What follows belongs to an exercise in optimizing a design on an open flow for small area, a short achievable clock period and few clock cycles per item; a production flow would make more cautious choices.
The RTL was checked by simulation tests, not by an equivalence proof against the original design.
In every run shown here, the design's own scripts or RTL, not TritonCTS, make the clock network.
The clock port is modelled as an ideal driver, which makes a skipped or thinned clock tree look cheaper than it is; a real chip needs a root buffer or a tree.
No activity file was given, so power comes from the tool's default toggle rates.

$ cat flow/design.v
package if_fetch_pkg;
    localparam int unsigned INST_ADDR_W = 32;
    localparam int unsigned INST_W      = 32;
    typedef logic [INST_ADDR_W-1:0] inst_addr_bus_t;
    typedef logic [INST_W-1:0]      inst_bus_t;
    localparam inst_addr_bus_t RESET_PC_DEFAULT = 32'h0000_0000;
endpackage
module if_fetch
#(
    parameter if_fetch_pkg::inst_addr_bus_t RESET_PC = if_fetch_pkg::RESET_PC_DEFAULT
) (
    input  logic           clk,
    input  logic           rst,
    input  logic           stall_in,
    input  logic           branch_flag_in,
    input  if_fetch_pkg::inst_addr_bus_t branch_target_in,
    input  logic           mem_busy_in,
    input  logic           get_inst_in,
    input  if_fetch_pkg::inst_addr_bus_t inst_pc_in,
    input  if_fetch_pkg::inst_bus_t      inst_in,
    output logic           if_req_out,
    output if_fetch_pkg::inst_addr_bus_t addr_if_out,
    output if_fetch_pkg::inst_addr_bus_t pc_out,
    output if_fetch_pkg::inst_bus_t      inst_out,
    output logic           inst_valid_out,
    output logic           if_stall_req_out
);
    localparam int unsigned BLK_W = 5;            
    localparam int unsigned LO    = 2 + BLK_W;    
    logic [31:LO]   blk_q;        
    logic [LO-1:2]  fetch_lo_q;   
    logic [LO-1:2]  pc_lo_q;      
    logic [31:0]    inst_q;       
    logic           valid_q;
    logic           discard_q;    
    logic           cross_q;      
    logic           bump_q;       
    logic           req_q;
    logic           ours_busy_c;  
    logic           hold_c;       
    logic           take_c;       
    logic           cross_d, bump_d;
    assign ours_busy_c = mem_busy_in && !get_inst_in && (inst_pc_in[1:0] == 2'b00);
    assign hold_c      = valid_q && stall_in;
    assign take_c      = get_inst_in && !discard_q && !hold_c;
    assign cross_d     = !branch_flag_in &&
                         (cross_q ? stall_in : (take_c && (&fetch_lo_q)));
    assign bump_d      = !branch_flag_in && cross_q && !stall_in;
    always_ff @(posedge clk or posedge rst) begin
        if (rst) begin
            blk_q      <= RESET_PC[31:LO];
            fetch_lo_q <= RESET_PC[LO-1:2];
            valid_q    <= 1'b0;
            discard_q  <= 1'b0;
            cross_q    <= 1'b0;
            bump_q     <= 1'b0;
            req_q      <= 1'b0;
        end else begin
            cross_q   <= cross_d;
            bump_q    <= bump_d;
            req_q     <= !(cross_d || bump_d);
            valid_q   <= !branch_flag_in && (hold_c || (get_inst_in && !discard_q));
            discard_q <= branch_flag_in ? ours_busy_c : (discard_q && !get_inst_in);
            if (branch_flag_in) begin
                blk_q      <= branch_target_in[31:LO];
                fetch_lo_q <= branch_target_in[LO-1:2];
            end else begin
                if (bump_q) blk_q <= blk_q + 1'b1;
                if (take_c) fetch_lo_q <= fetch_lo_q + 1'b1;
            end
        end
    end
    always_ff @(posedge clk) begin
        if (!hold_c) begin
            pc_lo_q <= fetch_lo_q;
            inst_q  <= inst_in;
        end
    end
    assign if_req_out       = req_q;
    assign if_stall_req_out = req_q;
    assign addr_if_out      = {blk_q, fetch_lo_q, 2'b00};
    assign pc_out           = {blk_q, pc_lo_q, 2'b00};
    assign inst_out         = inst_q;
    assign inst_valid_out   = valid_q;
endmodule
$ cat flow/flow/run.sh
#!/bin/bash
set -euo pipefail
bash standard.sh \
  BUFFER_PORTS_ARGS="-buffer_cell sky130_fd_sc_hd__buf_1" \
  MCTS_GROUPS=4 MCTS_CELL=sky130_fd_sc_hd__clkbuf_16 \
  PRE_CTS_TCL="$PWD/flow/manual_cts.tcl" \
  finish > standard_flow.log 2>&1
$ cat flow/flow/manual_cts.tcl
# Clock distribution made by hand: the clock port drives a few clock buffers,
# each placed at the centre of the flip-flops it feeds (the flip-flops split
# into equal groups by position), so every register sees the same one-buffer
# clock path. Replaces clock_tree_synthesis for this small design.
set mcts_groups [expr {[info exists ::env(MCTS_GROUPS)] ? $::env(MCTS_GROUPS) : 4}]
set mcts_cell [expr {[info exists ::env(MCTS_CELL)] ? $::env(MCTS_CELL) : "sky130_fd_sc_hd__clkbuf_8"}]

set mcts_block [ord::get_db_block]
set mcts_clk [$mcts_block findNet clk]
set mcts_sinks {}
foreach it [$mcts_clk getITerms] {
  set inst [$it getInst]
  set loc [$inst getLocation]
  lappend mcts_sinks [list $it [lindex $loc 0] [lindex $loc 1]]
}
puts "manual cts: [llength $mcts_sinks] sinks, $mcts_groups groups of $mcts_cell"

# Split into groups: halve along x, then along y, as many times as needed.
proc mcts_split {items n axis} {
  if {$n <= 1} { return [list $items] }
  set idx [expr {$axis == 0 ? 1 : 2}]
  set sorted [lsort -integer -index $idx $items]
  set half [expr {[llength $sorted] / 2}]
  set a [lrange $sorted 0 [expr {$half - 1}]]
  set b [lrange $sorted $half end]
  set next [expr {1 - $axis}]
  return [concat [mcts_split $a [expr {$n / 2}] $next] [mcts_split $b [expr {$n / 2}] $next]]
}
set mcts_parts [mcts_split $mcts_sinks $mcts_groups 0]

set mcts_master [[ord::get_db] findMaster $mcts_cell]
set k 0
foreach part $mcts_parts {
  set sx 0; set sy 0
  foreach s $part { incr sx [lindex $s 1]; incr sy [lindex $s 2] }
  set n [llength $part]
  set cx [expr {$sx / $n}]
  set cy [expr {$sy / $n}]
  set buf [odb::dbInst_create $mcts_block $mcts_master "mcts_clkbuf_$k"]
  set net [odb::dbNet_create $mcts_block "mcts_clknet_$k"]
  $net setSigType CLOCK
  [$buf findITerm A] connect $mcts_clk
  [$buf findITerm X] connect $net
  foreach s $part {
    set it [lindex $s 0]
    $it disconnect
    $it connect $net
  }
  $buf setLocation $cx $cy
  $buf setPlacementStatus PLACED
  puts "manual cts: mcts_clkbuf_$k at ($cx, $cy) drives $n sinks"
  incr k
}
$mcts_clk setSigType CLOCK

# The tree is built: clock_tree_synthesis only marks the clock propagated.
rename clock_tree_synthesis mcts_orig_clock_tree_synthesis
proc clock_tree_synthesis {args} {
  set_propagated_clock [all_clocks]
}
$ cat flow/standard.sh
#!/bin/bash
# synth_recipe.tcl (not shown) runs the flow's synth.tcl, then flattens the netlist and writes it again
# the make line also repeats each setting of config.mk as NAME=value (left out here)
make -C /OpenROAD-flow-scripts/flow DESIGN_CONFIG=/design/flow/config.mk WORK_HOME=/design/flow/orfs CLKGATE_MAP_FILE= SYNTH_SCRIPT=/design/flow/synth_recipe.tcl "${@:-finish}"
$ cat flow/config.mk
export PLATFORM = sky130hd
export DESIGN_NAME = if_fetch
export DESIGN_NICKNAME = if_fetch
export VERILOG_FILES = /design/flow/design.v
export SDC_FILE = /design/flow/constraint.sdc
export NUM_CORES = 4
export LEC_CHECK = 0
export CAP_MARGIN = 20
export CORE_MARGIN = 2
export CORE_UTILIZATION = 40
export SETUP_SLACK_MARGIN = 5.0
export SLEW_MARGIN = 20
$ cat flow/constraint.sdc
create_clock -name core_clock -period 7.0 [get_ports {clk}]
set_input_delay 1.4000 -clock core_clock [delete_from_list [all_inputs] [get_ports {clk}]]
set_output_delay 1.4000 -clock core_clock [all_outputs]
set_load 0.01 [all_outputs]
==> results.sh, run 1 <==
export IMPL_status="complete, no violations"
export IMPL_synth_area_top_cells="edfxtp_1 34%, dfrtp_1 27%, buf_4 7.1%"
export IMPL_reg2reg_setup_slack_ps=5090
export IMPL_vias=2758
export IMPL_final_nets=570
export IMPL_route_detailed_drc=0
export IMPL_drtAntennaViolNets=0
export IMPL_cp_end_kind="output pin"
export IMPL_drive_above_1_share=0.4039
export IMPL_grt_max_degree=36
export IMPL_grt_first_pass_wirelength_um=12250
export IMPL_num_io_pins=201
export IMPL_arrival_ps=760
export IMPL_grt_antenna_before_repair=0
export IMPL_area_delta_synth_final_pct=45.91
export IMPL_hpwl_um=5172
export IMPL_clk_latency_ps=150
export IMPL_ys_types=35
export IMPL_fin_tns_setup_ps=0
export IMPL_place_congestion=0.7592
export IMPL_r2r_start="blk_q[7]$_DFFE_PP0P_"
export IMPL_maxCapViolCount=0
export IMPL_min_from="cross_q$_DFF_PP0_"
export IMPL_grt_overflow=0
export IMPL_synth_top_area_frac=0.3397
export IMPL_fin_crit_sh=0.3087
export IMPL_worstMarginPinSlew_ps=913.8
export IMPL_setup_viol=0
export IMPL_drt_iter0_drc=101
export IMPL_critPathKind="reg -> out"
export IMPL_coreArea_mm2=0.007807
export IMPL_slew_viol_final=0
export IMPL_fmax_mhz=462.8
export IMPL_firstDrtPassIters=4
export IMPL_cp_start_kind="flop"
export IMPL_switching_share=0.2518
export IMPL_reg2reg_to="blk_q[25]$_DFFE_PP0P_"
export IMPL_synth_largest_area_cell="edfxtp_1"
export IMPL_critical_path_required_ps=5600
export IMPL_portBuffers=164
export IMPL_yosysSeqAreaShare=0.6075
export IMPL_grt_pass1_vias=2481
export IMPL_placed_area_mm2=0.003789
export IMPL_p_leak_nw=2.051
export IMPL_p_per_area_mw_per_mm2=195.8
export IMPL_cp_slowest_stage_delay_ps=470
export IMPL_crit_fanout=7
export IMPL_fin_crit_ps=2161
export IMPL_die_y_um=94.43
export IMPL_p_sw_uw=235.3
export IMPL_final_hold_violation_count=0
export IMPL_whs_endpoint="req_q$_DFF_PP0_"
export IMPL_fp_row_count=32
export IMPL_diodes=0
export IMPL_synth_edf_count=37
export IMPL_skew_ps=11.87
export IMPL_vias_per_cell=4.881
export IMPL_crit_slowest_cell="dfrtp_2"
export IMPL_clk_pin_slew_ps=80
export IMPL_yosysMostFrequentCell="edfxtp_1"
export IMPL_initial_core_util=0.4189
export IMPL_wl_um=8845
export IMPL_p_clk_frac=0.220
export IMPL_die_width_um=94.43
export IMPL_path_delay_family="flip-flops"
export IMPL_rsz0062_at_grt="yes"
export IMPL_yosys_warnings=1
export IMPL_power_ir_vdd_worst_mv=0.1175
export IMPL_comb_power_share=0.240
export IMPL_final_cells=565
export IMPL_whs_path_depth=1
export IMPL_ys_ff_latch=72
export IMPL_dp_cells=508
export IMPL_syn_area_mm2=0.003271
export IMPL_critical_path_buf_inv_count=1
export IMPL_synthFlopType="edfxtp_1"
export IMPL_syn_inst=278
export IMPL_synth_area_per_cell_um2=11.76
export IMPL_design_area_mm2=0.004772
export IMPL_dieArea_mm2=0.008916
export IMPL_seqPwrFrac=0.540
export IMPL_grt_use_total=0.1727
export IMPL_r2r_cells=6
export IMPL_power_internal_uw=699.2
export IMPL_wire_per_inst_um=15.65
export IMPL_async_flop_share=0.4861
export IMPL_worstSetupStartpoint="blk_q[19]$_DFFE_PP0P_"
export IMPL_slew_headroom=0.3874
export IMPL_crit_chain="clkbuf_2"
export IMPL_synthTopCellsByCount="37 x edfxtp_1, 35 x dfrtp_1, 31 x buf_4, 30 x nand2_1, 22 x o21ai_0"
export IMPL_min_path_type="reg -> reg"
-- how the worst max path moves through the flow --
stage                           endpoint  slack (ps)  depth (start not counted)
3_3_place_gp   fetch_lo_q[5]$_DFFE_PP0P_        4380                          4
3_5_place_dp   fetch_lo_q[3]$_DFFE_PP0P_        4380                          5
4_1_cts                  addr_if_out[19]        4840                          1
2_1_floorplan  fetch_lo_q[5]$_DFFE_PP0P_        4830                          4
6_report                      pc_out[19]        4840                          1
5_1_grt                  addr_if_out[19]        4820                          1
-- layer usage --
metal	track usage	wire length (µm)	vias to the layer above
met5	0	0	-
met4	0.02415	119	0
met3	0.01117	401	11
met2	0.3137	4449	91
met1	0.2337	3874	1305
li1	-	-	1351
-- registers in the layout, summed over array words and instances (netlist names), 5 cells and up --
signal      flops
blk_q          25
inst_q         32
pc_lo_q         5
fetch_lo_q      5
-- power groups by stage --
stage	clock (mW)	combinational (mW)	sequential [mW]
after floorplan	0	0.0734	0.538
after global placement	0	0.128	0.524
after detailed placement	0	0.128	0.525
after CTS	0.213	0.192	0.503
after global routing	0.223	0.244	0.509
final	0.205	0.224	0.505
-- cell families after synthesis --
kind of cell,count (synthesis),share of synthesized area
buffers and inverters,45,0.09449
DFF,72,0.6075
muxes,4,0.01262
and+or+nand+nor,97,0.1595
xor gates and xnor gates,14,0.03749
AOI/OAI and AO/OA,42,0.07575
other,1,0.001147
adders and majority gates,3,0.01148
-- stage by stage --
step             util  power, mW  hold WS, ps  setup slack, ps
5_1_grt        0.6112     0.9754        547.7             4820
6_report       0.6112     0.9345        487.7             4839
3_3_place_gp   0.4853     0.6521        499.3             4379
4_1_cts        0.5668     0.9072        495.0             4842
3_5_place_dp   0.4853     0.6539        503.9             4378
2_1_floorplan       -     0.6117        462.8             4828
-- what timing repair did --
| item | CTS | global route |
|---|---|---|
| setup buffers | 39 | 8 |
| cloned | 4 | 2 |
| hold buffers | 0 | 0 |
| pin swaps | 9 | 13 |
| setup endpoints to repair | 158 | 133 |
| gates resized for setup | 46 | 130 |
-- cell usage in the layout, fill, tap and decap left out, types with 2 or more instances in the layout --
cell type  instances
inv_1              3
clkbuf_2          61
or3_2              2
buf_8              2
buf_6             27
ha_1               2
and4_2             2
or3_1              3
buf_2              6
buf_12             2
mux2i_1            3
or4_1              5
buf_1             72
nand2_1           27
xnor2_1            6
nand2_8            3
buf_4             42
and4_4             2
nand2_4            2
conb_1             4
nor2_1            14
a31oi_1            9
xor2_1             6
nand3_1            9
dfrtp_1           24
nand3_2            4
dfrtp_2           11
o21ai_0           17
a311o_1            2
o21ai_1            5
and4_1             2
clkbuf_16          4
bufbuf_16          2
a21oi_1            2
edfxtp_1          37
and3_1             6
nand4_1           10
o31ai_1            4
-- layout make-up --
class / count / area [µm²]
fillers: 669 / 3035
repair inverters: 1 / 5.005
flip-flops and latches: 72 / 2001
well taps: 102 / 127.6
inverters: 5 / 35.03
plain buffers: 4 / 100.1
repair buffers: 214 / 1360
multi-input cells: 167 / 1144
-- worst register-to-register path, stage by stage (launching register included) --
cell,delay (ps)
dfrtp_1,380
buf_4,140
ha_2,190
and4_4,270
nand4_1,260
or3_1,430
a31oi_1,160
Testbench counts, summed over its fixed seeds: cycles 204,393, insts 34,194.
==> run 2: changes to the inputs <==
--- a/flow/config.mk
+++ b/flow/config.mk
@@ -8,5 +8,5 @@
 export CAP_MARGIN = 20
 export CORE_MARGIN = 2
 export CORE_UTILIZATION = 40
-export SETUP_SLACK_MARGIN = 5.0
+export SETUP_SLACK_MARGIN = 4.9
 export SLEW_MARGIN = 20
==> results.sh, run 2 <==
export IMPL_firstDrtPassIters=4
export IMPL_cp_end_kind="flop"
export IMPL_critPathKind="in -> reg"
export IMPL_dieArea_mm2=0.008916
export IMPL_synth_area_top_cells="edfxtp_1 34%, dfrtp_1 27%, buf_4 7.1%"
export IMPL_skew_ps=7.614
export IMPL_syn_area_mm2=0.003271
export IMPL_worstSetupStartpoint="branch_flag_in"
export IMPL_drt_iter0_drc=54
export IMPL_synth_area_per_cell_um2=11.76
export IMPL_final_nets=568
export IMPL_synth_edf_count=37
export IMPL_min_from="cross_q$_DFF_PP0_"
export IMPL_final_hold_violation_count=0
export IMPL_wl_um=8668
export IMPL_grt_antenna_before_repair=0
export IMPL_initial_core_util=0.4189
export IMPL_cp_slowest_stage_delay_ps=150
export IMPL_cpMostUsedCell="buf_12"
export IMPL_grt_use_total=0.1809
export IMPL_maxCapViolCount=0
export IMPL_placed_area_mm2=0.003776
export IMPL_reg2reg_setup_slack_ps=5000
export IMPL_fin_tns_setup_ps=0
export IMPL_synth_largest_area_cell="edfxtp_1"
export IMPL_min_path_type="reg -> reg"
export IMPL_place_congestion=0.7326
export IMPL_portBuffers=164
export IMPL_vias_per_cell=4.904
export IMPL_route_detailed_drc=0
export IMPL_fmax_mhz=462.5
export IMPL_grt_first_pass_wirelength_um=12900
export IMPL_clk_pin_slew_ps=80
export IMPL_final_cell_mix="105 x buf_1, 42 x buf_4, 37 x edfxtp_1"
export IMPL_design_area_mm2=0.004651
export IMPL_fin_crit_ps=2162
export IMPL_ys_types=35
export IMPL_p_leak_nw=1.905
export IMPL_setup_viol=0
export IMPL_dp_slack_ps=4119
export IMPL_rsz0062_at_grt="yes"
export IMPL_r2r_start="blk_q[7]$_DFFE_PP0P_"
export IMPL_drive_above_1_share=0.3145
export IMPL_r2r_cells=6
export IMPL_p_per_area_mw_per_mm2=199.0
export IMPL_syn_inst=278
export IMPL_final_util=0.5957
export IMPL_yosysSeqAreaShare=0.6075
export IMPL_hold_ws_ps=509.0
export IMPL_fin_ws_ps=4838
export IMPL_largest_register="inst_q"
export IMPL_vias=2761
export IMPL_yosys_warnings=1
export IMPL_arrival_ps=2190
export IMPL_finalPower_uw=925.4
export IMPL_grt_overflow=0
export IMPL_status="complete, no violations"
export IMPL_dp_cells=508
export IMPL_crit_slowest_cell="buf_12"
export IMPL_slew_viol_final=0
export IMPL_synthFlopType="edfxtp_1"
export IMPL_ys_ff_latch=72
export IMPL_largest_reg_flops=32
export IMPL_clk_latency_ps=140
export IMPL_reg2reg_to="blk_q[25]$_DFFE_PP0P_"
export IMPL_layout_commonest_cell="buf_1"
export IMPL_crit_fanout=7
export IMPL_power_ir_vdd_worst_mv=0.1260
export IMPL_crit_chain="clkbuf_16 -> buf_12 -> clkinvlp_4 -> buf_12 -> buf_16 -> o211ai_1 -> nand3_1"
export IMPL_die_width_um=94.43
export IMPL_drtAntennaViolNets=0
export IMPL_grt_max_degree=36
export IMPL_yosysMostFrequentCell="edfxtp_1"
export IMPL_grt_pass1_vias=2590
export IMPL_fin_crit_sh=0.3089
export IMPL_final_cells=563
export IMPL_largestRegisters="inst_q (32), blk_q (25)"
export IMPL_hpwl_um=5259
export IMPL_worstMarginPinSlew_ps=804.8
export IMPL_crit_end="blk_q[23]$_DFFE_PP0P_"
export IMPL_slew_headroom=0.4623
export IMPL_area_delta_synth_final_pct=42.20
export IMPL_fp_row_count=32
export IMPL_num_io_pins=201
export IMPL_die_y_um=94.43
export IMPL_synth_top_area_frac=0.3397
export IMPL_wire_per_inst_um=15.40
export IMPL_synthTopCellsByCount="37 x edfxtp_1, 35 x dfrtp_1, 31 x buf_4, 30 x nand2_1, 22 x o21ai_0"
export IMPL_coreArea_mm2=0.007807
export IMPL_async_flop_share=0.4861
export IMPL_critical_path_required_ps=7020
export IMPL_cp_start_kind="input pin"
export IMPL_diodes=0
[run 2: cell count changes in the layout (fill, tap and decap cells not counted), sizes merged]
cell      delta
clkbuf      -29
buf         +28
clkinvlp     +2
bufbuf       -1
inv          -1
nand4        -1
[run 2: cell families (layout without fill, tap and decap cells)]
| logic type | after synthesis | after routing | synth area share |
|---|---|---|---|
| simple gates | 97 | 99 | 0.1595 |
| flops | 72 | 72 | 0.6075 |
| buf+inv | 45 | 223 | 0.09449 |
| compound gates | 42 | 42 | 0.07575 |
| xor+xnor | 14 | 14 | 0.03749 |
| mux | 4 | 4 | 0.01262 |
| fa+ha+maj | 3 | 3 | 0.01148 |
| other cells | 1 | 4 | 0.001147 |
[run 2: worst min-delay path by stage]
stage	to	slack [ps]	depth (start not counted)
after floorplan	req_q$_DFF_PP0_	460	1
after CTS	req_q$_DFF_PP0_	520	1
final	req_q$_DFF_PP0_	510	1
after detailed placement	req_q$_DFF_PP0_	490	1
after global placement	req_q$_DFF_PP0_	490	1
after global routing	req_q$_DFF_PP0_	550	1
[run 2: final cells by class]
type                       instances  area, µm²
buffer                             4      100.1
fill                             682       3157
inverter                           5      26.28
multi-input combinational        166       1089
sequential                        72       2001
tap                              102      127.6
timing repair buffer             212       1292
timing repair inverter             2      15.01
[run 2: repair_timing]
item,4_1_cts,5_1_grt
gates cloned,6,1
hold buffers,0,0
endpoints found under the setup margin,112,73
resized for setup,46,92
pin swaps,7,10
buffers inserted,39,5
[run 2: worst max-delay path: cells and delay by family]
family,cells,cell delay (ps)
AO/OA/AOI/OAI,1,80
buffers and inverters,5,610
AND/OR/NAND/NOR,1,90
[run 2: power breakdown]
part / internal, mW / switching (mW) / total, mW / leakage [nW]
Combinational: 0.104 / 0.110 / 0.215 / 1.07
Clock: 0.103 / 0.104 / 0.207 / 0.0493
Sequential: 0.484 / 0.0196 / 0.504 / 0.790
[run 2: routing by layer]
metal | share of wire | GRT usage
met5 | 0 | 0
met3 | 0.051 | 0.01038
met1 | 0.43 | 0.2473
met4 | 0.010 | 0.01812
met2 | 0.51 | 0.3298
==> run 3: changes to the inputs <==
--- a/flow/config.mk
+++ b/flow/config.mk
@@ -8,5 +8,5 @@
 export CAP_MARGIN = 20
 export CORE_MARGIN = 2
 export CORE_UTILIZATION = 40
-export SETUP_SLACK_MARGIN = 4.9
+export SETUP_SLACK_MARGIN = 4.8
 export SLEW_MARGIN = 20
==> results.sh, run 3 <==
export IMPL_grt_pass1_vias=2255
export IMPL_syn_area_mm2=0.003271
export IMPL_yosys_warnings=1
export IMPL_ys_ff_latch=72
export IMPL_synth_area_top_cells="edfxtp_1 34%, dfrtp_1 27%, buf_4 7.1%"
export IMPL_vias_per_cell=4.909
export IMPL_crit_chain="buf_1"
export IMPL_grt_antenna_before_repair=0
export IMPL_fmax_mhz=459.2
export IMPL_coreArea_mm2=0.007807
export IMPL_fin_tns_setup_ps=0
export IMPL_dieArea_mm2=0.008916
export IMPL_final_cells=526
export IMPL_die_width_um=94.43
export IMPL_yosysSeqAreaShare=0.6075
export IMPL_grt_overflow=0
export IMPL_path_delay_family="flip-flops"
export IMPL_crit_slowest_cell="dfrtp_1"
export IMPL_final_util=0.5170
export IMPL_fin_crit_sh=0.3111
export IMPL_crit_end="addr_if_out[30]"
export IMPL_rsz0062_at_grt="yes"
export IMPL_critical_path_buf_inv_count=1
export IMPL_r2r_cells=5
export IMPL_crit_fanout=5
export IMPL_final_cell_mix="162 x buf_1, 37 x edfxtp_1, 29 x nand2_1"
export IMPL_firstDrtPassIters=4
export IMPL_synthTopCellsByCount="37 x edfxtp_1, 35 x dfrtp_1, 31 x buf_4, 30 x nand2_1, 22 x o21ai_0"
export IMPL_hpwl_um=5354
export IMPL_reg2reg_setup_slack_ps=5120
export IMPL_drive_above_1_share=0.1179
export IMPL_syn_inst=278
export IMPL_initial_core_util=0.4189
export IMPL_worstSetupStartpoint="blk_q[30]$_DFFE_PP0P_"
export IMPL_p_clk_frac=0.244
export IMPL_fin_crit_ps=2178
export IMPL_largest_register="inst_q"
export IMPL_yosysMostFrequentCell="edfxtp_1"
export IMPL_hold_ws_ps=522.2
export IMPL_die_y_um=94.43
export IMPL_register_area_mm2=0.002011
export IMPL_route_detailed_drc=0
export IMPL_grt_use_total=0.1629
export IMPL_critical_path_required_ps=5600
export IMPL_p_sw_uw=225.1
export IMPL_reg2reg_to="blk_q[25]$_DFFE_PP0P_"
export IMPL_power_internal_uw=644.1
export IMPL_cp_end_kind="output pin"
export IMPL_cp_start_kind="flop"
export IMPL_num_io_pins=201
export IMPL_largestRegisters="inst_q (32), blk_q (25)"
export IMPL_async_flop_share=0.4861
export IMPL_cp_slowest_stage_delay_ps=430
export IMPL_clk_pin_slew_ps=80
export IMPL_area_delta_synth_final_pct=23.41
export IMPL_diodes=0
export IMPL_synth_largest_area_cell="edfxtp_1"
export IMPL_final_nets=531
export IMPL_grt_first_pass_wirelength_um=11700
export IMPL_arrival_ps=780
export IMPL_wire_per_inst_um=14.80
export IMPL_wl_um=7783
export IMPL_p_per_area_mw_per_mm2=215.3
export IMPL_r2r_start="blk_q[8]$_DFFE_PP0P_"
export IMPL_ys_types=35
export IMPL_critPathKind="reg -> out"
export IMPL_layout_commonest_cell="buf_1"
export IMPL_status="complete, no violations"
export IMPL_seqPwrFrac=0.591
export IMPL_multi_input_area_mm2=0.001037
export IMPL_crit_cells=1
export IMPL_maxCapViolCount=0
export IMPL_fp_row_count=32
export IMPL_setup_viol=0
export IMPL_drtAntennaViolNets=0
export IMPL_drt_iter0_drc=58
export IMPL_synth_area_per_cell_um2=11.76
export IMPL_slew_viol_final=0
export IMPL_vias=2582
export IMPL_min_path_type="reg -> reg"
export IMPL_dp_cells=508
export IMPL_synth_edf_count=37
export IMPL_synth_top_area_frac=0.3397
export IMPL_p_leak_nw=1.472
export IMPL_synthFlopType="edfxtp_1"
export IMPL_fillers=782
export IMPL_clk_latency_ps=150
export IMPL_portBuffers=164
export IMPL_place_congestion=0.7833
export IMPL_grt_max_degree=49
export IMPL_final_hold_violation_count=0
export IMPL_switching_share=0.2590
export IMPL_largest_reg_flops=32
export IMPL_power_ir_vdd_worst_mv=0.1078
export IMPL_comb_power_share=0.164
export IMPL_skew_ps=10.52
==> run 3: cell types whose count changed in the layout (fill, tap and decap cells not counted), sizes merged <==
cell and change:
buf -4, clkinvlp -2, bufbuf -1, clkbuf -31
inv +1
==> run 3: layout make-up <==
class / instances / area share
timing repair buffer: 176 / 0.1810
timing repair inverter: 1 / 0.001860
tap: 102 / 0.03162
inverter: 5 / 0.005580
buffer: 4 / 0.02480
sequential: 72 / 0.4981
multi-input combinational: 166 / 0.2570
==> run 3: metal layers <==
layer	up-vias	share of wire	GRT usage
li1	1268	-	-
met5	-	0	0
met3	10	0.057	0.009577
met2	94	0.48	0.2815
met4	0	0.015	0.02657
met1	1210	0.45	0.2314
==> run 3: power by group through the flow <==
stage / clock [mW] / sequential [mW] / combinational, mW
4_1_cts: 0.216 / 0.514 / 0.140
5_1_grt: 0.232 / 0.519 / 0.160
3_3_place_gp: 0 / 0.523 / 0.127
2_1_floorplan: 0 / 0.537 / 0.0716
3_5_place_dp: 0 / 0.525 / 0.129
6_report: 0.212 / 0.514 / 0.143
==> run 3: worst min-delay path by stage <==
stage                                   start              endpoint  slack (ps)  cells past startpoint
floorplan                   cross_q$_DFF_PP0_       req_q$_DFF_PP0_         460                      1
global placement    fetch_lo_q[6]$_DFFE_PP0P_  pc_lo_q[6]$_DFFE_PN_         500                      0
detailed placement  fetch_lo_q[6]$_DFFE_PP0P_  pc_lo_q[6]$_DFFE_PN_         510                      0
CTS                 fetch_lo_q[6]$_DFFE_PP0P_  pc_lo_q[6]$_DFFE_PN_         530                      0
global route        fetch_lo_q[6]$_DFFE_PP0P_  pc_lo_q[6]$_DFFE_PN_         550                      0
finish              fetch_lo_q[6]$_DFFE_PP0P_  pc_lo_q[6]$_DFFE_PN_         520                      0
==> run 3: stage by stage <==
| stage | cell area [µm²] | worst slack, ps | total power, mW |
|---|---|---|---|
| after floorplan | 3302 | 4798 | 0.6085 |
| after global placement | 3762 | 3787 | 0.6501 |
| after detailed placement | 3762 | 3782 | 0.6537 |
| after CTS | 3978 | 4804 | 0.8700 |
| after global routing | 4036 | 4799 | 0.9112 |
| final | 4036 | 4822 | 0.8692 |
==> run 3: cells by family (layout without fill, tap and decap cells) <==
family	Yosys count	after routing	share of synthesized area
compound gates	42	42	0.07575
mux	4	4	0.01262
buf+inv	45	186	0.09449
xor+xnor	14	14	0.03749
flops	72	72	0.6075
fa+ha+maj	3	3	0.01148
other cells	1	4	0.001147
simple gates	97	99	0.1595
==> run 3: what timing repair did <==
item	in CTS	in global routing
gates cloned	3	0
buffers inserted	6	5
gates resized for setup	14	14
pin swaps	1	0
endpoints found under the hold margin	0	0
endpoints found under the setup margin	43	26
hold buffers	0	0
==> run 4: changes to the inputs <==
--- a/flow/config.mk
+++ b/flow/config.mk
@@ -7,6 +7,7 @@
 export LEC_CHECK = 0
 export CAP_MARGIN = 20
 export CORE_MARGIN = 2
-export CORE_UTILIZATION = 40
+export CORE_UTILIZATION = 65
+export PLACE_DENSITY = 0.75
 export SETUP_SLACK_MARGIN = 4.8
 export SLEW_MARGIN = 20
==> results.sh, run 4 <==
export IMPL_clk_latency_ps=140
export IMPL_maxCapViolCount=0
export IMPL_syn_inst=278
export IMPL_wl_um=7798
export IMPL_drive_above_1_share=0.1259
export IMPL_arrival_ps=2250
export IMPL_fmax_mhz=449.5
export IMPL_grt_antenna_before_repair=0
export IMPL_skew_ps=2.789
export IMPL_grt_pass1_vias=2402
export IMPL_syn_area_mm2=0.003271
export IMPL_final_nets=536
export IMPL_ys_ff_latch=72
export IMPL_rsz0062_at_grt="yes"
export IMPL_async_flop_share=0.4861
export IMPL_synth_largest_area_cell="edfxtp_1"
export IMPL_largest_register="inst_q"
export IMPL_synth_top_area_frac=0.3397
export IMPL_reg2reg_to="blk_q[31]$_DFFE_PP0P_"
export IMPL_synthTopCellsByCount="37 x edfxtp_1, 35 x dfrtp_1, 31 x buf_4, 30 x nand2_1, 22 x o21ai_0"
export IMPL_final_hold_violation_count=0
export IMPL_synth_edf_count=37
export IMPL_ys_types=35
export IMPL_reg2reg_setup_slack_ps=5080
export IMPL_grt_max_degree=36
export IMPL_synthAdderAreaFrac=0.01148
export IMPL_final_cell_mix="160 x buf_1, 37 x edfxtp_1, 28 x nand2_1"
export IMPL_critical_path_required_ps=7030
export IMPL_diodes=0
export IMPL_synthMuxAreaShare=0.01262
export IMPL_synth_area_top_cells="edfxtp_1 34%, dfrtp_1 27%, buf_4 7.1%"
export IMPL_crit_end="fetch_lo_q[5]$_DFFE_PP0P_"
export IMPL_wire_per_inst_um=15.72
export IMPL_drtAntennaViolNets=0
export IMPL_hpwl_um=5136
export IMPL_largestRegisters="inst_q (32), blk_q (25)"
export IMPL_fin_crit_ps=2225
export IMPL_layout_commonest_cell="buf_1"
export IMPL_synthFlopType="edfxtp_1"
export IMPL_portBuffers=164
export IMPL_p_per_area_mw_per_mm2=213.0
export IMPL_cp_start_kind="input pin"
export IMPL_dp_slack_ps=4180
export IMPL_largest_reg_flops=32
export IMPL_initial_core_util=0.6834
export IMPL_cp_end_kind="flop"
export IMPL_fillers=298
export IMPL_design_area_mm2=0.004069
export IMPL_firstDrtPassIters=4
export IMPL_fp_row_count=25
export IMPL_critPathKind="in -> reg"
export IMPL_yosys_area_share_simple=0.1595
export IMPL_vias_per_cell=5.502
export IMPL_setup_viol=0
export IMPL_worstSetupStartpoint="branch_flag_in"
export IMPL_synth_xor_area_frac=0.03749
export IMPL_power_ir_vdd_worst_mv=0.2214
export IMPL_yosys_warnings=1
export IMPL_grt_first_pass_wirelength_um=11520
export IMPL_fin_tns_setup_ps=0
export IMPL_p_leak_nw=1.526
export IMPL_min_path_type="reg -> reg"
export IMPL_fin_crit_sh=0.3178
export IMPL_synth_area_per_cell_um2=11.76
export IMPL_synth_top_family_by_area="simple AND/OR/NAND/NOR gates"
export IMPL_route_detailed_drc=0
export IMPL_drt_iter0_drc=274
export IMPL_die_width_um=74.94
export IMPL_dieArea_mm2=0.005615
export IMPL_die_y_um=74.94
export IMPL_vias=2729
export IMPL_r2r_start="blk_q[7]$_DFFE_PP0P_"
export IMPL_placed_area_mm2=0.003726
export IMPL_synth_compound_area_frac=0.07575
export IMPL_min_from="cross_q$_DFF_PP0_"
export IMPL_slew_viol_final=0
export IMPL_coreArea_mm2=0.004786
export IMPL_hold_buffers=0
export IMPL_crit_fanout=12
export IMPL_fin_ws_ps=4775
export IMPL_num_io_pins=201
export IMPL_final_util=0.8502
export IMPL_grt_overflow=0
export IMPL_yosysSeqAreaShare=0.6075
export IMPL_finalPower_uw=866.6
export IMPL_status="complete, no violations"
export IMPL_grt_use_total=0.2659
export IMPL_whs_path_depth=1
export IMPL_area_delta_synth_final_pct=24.41
export IMPL_clk_pin_slew_ps=70
export IMPL_r2r_cells=5
export IMPL_place_congestion=0.7665
export IMPL_yosysMostFrequentCell="edfxtp_1"
run 4: timing repair:
item / 4_1_cts / 5_1_grt
buffers inserted: 5 / 7
gates resized for setup: 11 / 19
endpoints found under the setup margin: 26 / 43
cloned: 4 / 2
pin swaps: 1 / 1
run 4: cell type report:
type                       instances  area [µm²]  share of cell area
buffer                             4       100.1             0.02460
tap                               67       83.83             0.02060
sequential                        72        2007              0.4932
inverter                           5       22.52            0.005535
timing repair buffer             180       805.8              0.1980
timing repair inverter             2       15.01            0.003690
multi-input combinational        166        1035              0.2543
run 4: report_power, final:
group / internal, mW / switching [mW] / leakage, nW / total, mW
Clock: 0.103 / 0.0985 / 0.0493 / 0.202
Sequential: 0.485 / 0.0322 / 0.785 / 0.517
Combinational: 0.0603 / 0.0877 / 0.692 / 0.148
run 4: worst min path at each step:
| stage | end | slack (ps) |
|---|---|---|
| after floorplan | req_q$_DFF_PP0_ | 460 |
| after global placement | req_q$_DFF_PP0_ | 480 |
| after detailed placement | pc_lo_q[6]$_DFFE_PN_ | 510 |
| after CTS | req_q$_DFF_PP0_ | 500 |
| after global routing | req_q$_DFF_PP0_ | 540 |
| final | req_q$_DFF_PP0_ | 500 |
run 4: layer usage:
metal | vias to the layer above | GRT usage | part of all wire
li1 | 1282 | - | -
met1 | 1272 | 0.3716 | 0.40
met2 | 153 | 0.4493 | 0.50
met3 | 22 | 0.03481 | 0.082
met4 | 0 | 0.06349 | 0.025
met5 | - | 0 | 0
run 4: worst max-delay path, cell delays in order:
cell and delay [ps]:
buf_2 140, buf_12 140, clkinvlp_4 50, buf_4 170
mux2_2 340
run 4: metrics by stage:
step / instances / hold WS (ps)
6_report: 496 / 504.9
4_1_cts: 487 / 503.4
3_3_place_gp: 474 / 484.8
3_5_place_dp: 474 / 510.3
2_1_floorplan: 281 / 462.8
5_1_grt: 496 / 544.5
run 4: kinds of logic after synthesis:
kind of cell | Yosys count
flip-flops | 72
adder cells (fa/ha/maj) | 3
multiplexers | 4
other | 1
AO/OA/AOI/OAI | 42
buffers and inverters | 45
XOR/XNOR | 14
AND/OR/NAND/NOR | 97
==> run 5: changes to the inputs <==
==> flow/config.mk (replaced) <==
export PLATFORM = sky130hd
export DESIGN_NAME = if_fetch
export DESIGN_NICKNAME = if_fetch
export VERILOG_FILES = /design/flow/design.v
export SDC_FILE = /design/flow/constraint.sdc
export NUM_CORES = 4
export LEC_CHECK = 0
export CAP_MARGIN = 0
export CORE_MARGIN = 2
export CORE_UTILIZATION = 40
export SETUP_SLACK_MARGIN = 4.8
export SLEW_MARGIN = 0
==> results.sh, run 5 <==
export IMPL_route_detailed_drc=0
export IMPL_area_delta_synth_final_pct=23.41
export IMPL_ys_types=35
export IMPL_largestRegisters="inst_q (32), blk_q (25)"
export IMPL_p_per_area_mw_per_mm2=215.3
export IMPL_final_nets=531
export IMPL_async_flop_share=0.4861
export IMPL_p_leak_nw=1.472
export IMPL_synthFlopType="edfxtp_1"
export IMPL_grt_use_total=0.1629
export IMPL_place_congestion=0.7833
export IMPL_status="complete, no violations"
export IMPL_final_util=0.5170
export IMPL_synth_edf_count=37
export IMPL_power_ir_vdd_worst_mv=0.1078
export IMPL_syn_area_mm2=0.003271
export IMPL_critical_path_required_ps=5600
export IMPL_dp_slack_ps=3782
export IMPL_wire_per_inst_um=14.80
export IMPL_r2r_start="blk_q[8]$_DFFE_PP0P_"
export IMPL_syn_inst=278
export IMPL_skew_ps=10.52
export IMPL_initial_core_util=0.4189
export IMPL_rsz0062_at_grt="yes"
export IMPL_grt_max_degree=49
export IMPL_wl_um=7783
export IMPL_reg2reg_setup_slack_ps=5120
export IMPL_finalPower_uw=869.2
export IMPL_synthTopCellsByCount="37 x edfxtp_1, 35 x dfrtp_1, 31 x buf_4, 30 x nand2_1, 22 x o21ai_0"
export IMPL_fin_crit_sh=0.3111
export IMPL_grt_first_pass_wirelength_um=11700
export IMPL_maxCapViolCount=0
export IMPL_synth_largest_area_cell="edfxtp_1"
export IMPL_fin_crit_ps=2178
export IMPL_hpwl_um=5354
export IMPL_clk_latency_ps=150
export IMPL_cp_start_kind="flop"
export IMPL_dieArea_mm2=0.008916
export IMPL_clk_pin_slew_ps=80
export IMPL_yosys_warnings=1
export IMPL_portBuffers=164
export IMPL_setup_viol=0
export IMPL_yosysSeqAreaShare=0.6075
export IMPL_yosysMostFrequentCell="edfxtp_1"
export IMPL_worstSetupStartpoint="blk_q[30]$_DFFE_PP0P_"
export IMPL_crit_chain="buf_1"
export IMPL_grt_pass1_vias=2255
export IMPL_crit_fanout=5
export IMPL_path_delay_family="flip-flops"
export IMPL_crit_cells=1
export IMPL_die_y_um=94.43
export IMPL_slew_viol_final=0
export IMPL_arrival_ps=780
export IMPL_synth_top_area_frac=0.3397
export IMPL_synth_area_per_cell_um2=11.76
export IMPL_final_cell_mix="162 x buf_1, 37 x edfxtp_1, 29 x nand2_1"
export IMPL_drtAntennaViolNets=0
export IMPL_cp_end_kind="output pin"
export IMPL_fin_tns_setup_ps=0
export IMPL_hold_buffers=0
export IMPL_synth_area_top_cells="edfxtp_1 34%, dfrtp_1 27%, buf_4 7.1%"
export IMPL_critical_path_buf_inv_count=1
export IMPL_critPathKind="reg -> out"
export IMPL_fp_row_count=32
export IMPL_fmax_mhz=459.2
export IMPL_vias_per_cell=4.909
export IMPL_crit_slowest_cell="dfrtp_1"
export IMPL_drive_above_1_share=0.1179
export IMPL_layout_commonest_cell="buf_1"
export IMPL_ys_ff_latch=72
export IMPL_die_width_um=94.43
export IMPL_grt_antenna_before_repair=0
export IMPL_largest_register="inst_q"
export IMPL_r2r_cells=5
export IMPL_num_io_pins=201
export IMPL_coreArea_mm2=0.007807
export IMPL_diodes=0
export IMPL_final_hold_violation_count=0
export IMPL_crit_end="addr_if_out[30]"
export IMPL_grt_overflow=0
export IMPL_firstDrtPassIters=4
export IMPL_cp_slowest_stage_delay_ps=430
export IMPL_drt_iter0_drc=58
export IMPL_largest_reg_flops=32
export IMPL_fin_ws_ps=4822
export IMPL_vias=2582
export IMPL_min_path_type="reg -> reg"
export IMPL_reg2reg_to="blk_q[25]$_DFFE_PP0P_"
-- run 5: routing by layer --
layer	vias to the layer above	part of all wire	wire length [µm]	GRT usage
li1	1268	-	-	-
met5	-	0	0	0
met3	10	0.057	441	0.009577
met1	1210	0.45	3468	0.2314
met4	0	0.015	117	0.02657
met2	94	0.48	3755	0.2815
-- run 5: kinds of logic (layout without fill, tap and decap cells) --
kind of cell / count (synthesis) / count (layout) / synth area share
AO/OA/AOI/OAI: 42 / 42 / 0.07575
XOR/XNOR: 14 / 14 / 0.03749
adder cells (fa/ha/maj): 3 / 3 / 0.01148
buffers and inverters: 45 / 186 / 0.09449
flip-flops: 72 / 72 / 0.6075
multiplexers: 4 / 4 / 0.01262
other: 1 / 4 / 0.001147
AND/OR/NAND/NOR: 97 / 99 / 0.1595
-- run 5: repair_timing --
| action | in CTS | in global routing |
|---|---|---|
| buffers inserted | 6 | 5 |
| gates cloned | 3 | 0 |
| resized for setup | 14 | 14 |
| pin swaps | 1 | 0 |
| hold endpoints to repair | 0 | 0 |
| setup endpoints to repair | 43 | 26 |
-- run 5: report_power, final --
group | total (mW) | switching, mW | internal (mW)
Clock | 0.212 | 0.109 | 0.104
Sequential | 0.514 | 0.0291 | 0.485
Combinational | 0.143 | 0.0872 | 0.0557
-- run 5: final cells by class --
class	instances	area (µm²)
sequential	72	2011
inverter	5	22.52
buffer	4	100.1
timing repair inverter	1	7.507
multi-input combinational	166	1037
timing repair buffer	176	730.7
fill	782	3771
tap	102	127.6
-- run 5: worst min-delay path by stage --
stage | startpoint | end | slack [ps] | depth (start not counted)
after CTS | fetch_lo_q[6]$_DFFE_PP0P_ | pc_lo_q[6]$_DFFE_PN_ | 530 | 0
after floorplan | cross_q$_DFF_PP0_ | req_q$_DFF_PP0_ | 460 | 1
final | fetch_lo_q[6]$_DFFE_PP0P_ | pc_lo_q[6]$_DFFE_PN_ | 520 | 0
after global routing | fetch_lo_q[6]$_DFFE_PP0P_ | pc_lo_q[6]$_DFFE_PN_ | 550 | 0
after global placement | fetch_lo_q[6]$_DFFE_PP0P_ | pc_lo_q[6]$_DFFE_PN_ | 500 | 0
after detailed placement | fetch_lo_q[6]$_DFFE_PP0P_ | pc_lo_q[6]$_DFFE_PN_ | 510 | 0
-- run 5: metrics by stage --
stage	area [µm²]	std cells	hold slack, ps
final	4036	526	522.2
after global routing	4036	526	546.9
after CTS	3978	521	525.2
after floorplan	3302	281	462.8
after detailed placement	3762	508	505.5
after global placement	3762	508	503.0

## re-timing with driven ports
The results above use ideal ports. As a check the final layouts listed here were re-extracted and re-timed, cells and wires unchanged. Step 1, drivers: a clkbuf_16 drives clk and a buf_2 each remaining input, both assumed. Step 2, shift: input delay + t, output delay - t, t = (earliest + latest rising clock arrival at the registers) / 2. This alone moves slack from input paths to output paths. Slacks: ideal / step 1 / step 2; pairs: ideal / step 1.
| run | t, ns | slack for setup (ns) | worst setup path at the end | worst data-port slew with drivers (ns) | pins driven straight from the clock port |
|---|---|---|---|---|---|
| run 1 | 0.218 | 4.839 / 4.762 / 4.697 | input to register | 0.05 | 4 |
| run 2 | 0.216 | 4.838 / 4.812 / 4.644 | input to register | 0.05 | 4 |
| run 3 | 0.215 | 4.822 / 4.750 / 4.669 | input to register | 0.06 | 4 |
| run 4 | 0.216 | 4.775 / 4.755 / 4.619 | input to register | 0.06 | 4 |
| run 5 | 0.215 | 4.822 / 4.750 / 4.669 | input to register | 0.06 | 4 |
After both steps every run listed still meets setup and hold. The setup slack of run 2, which loses most, moves by -0.026 ns with the drivers and by -0.194 ns with both steps.
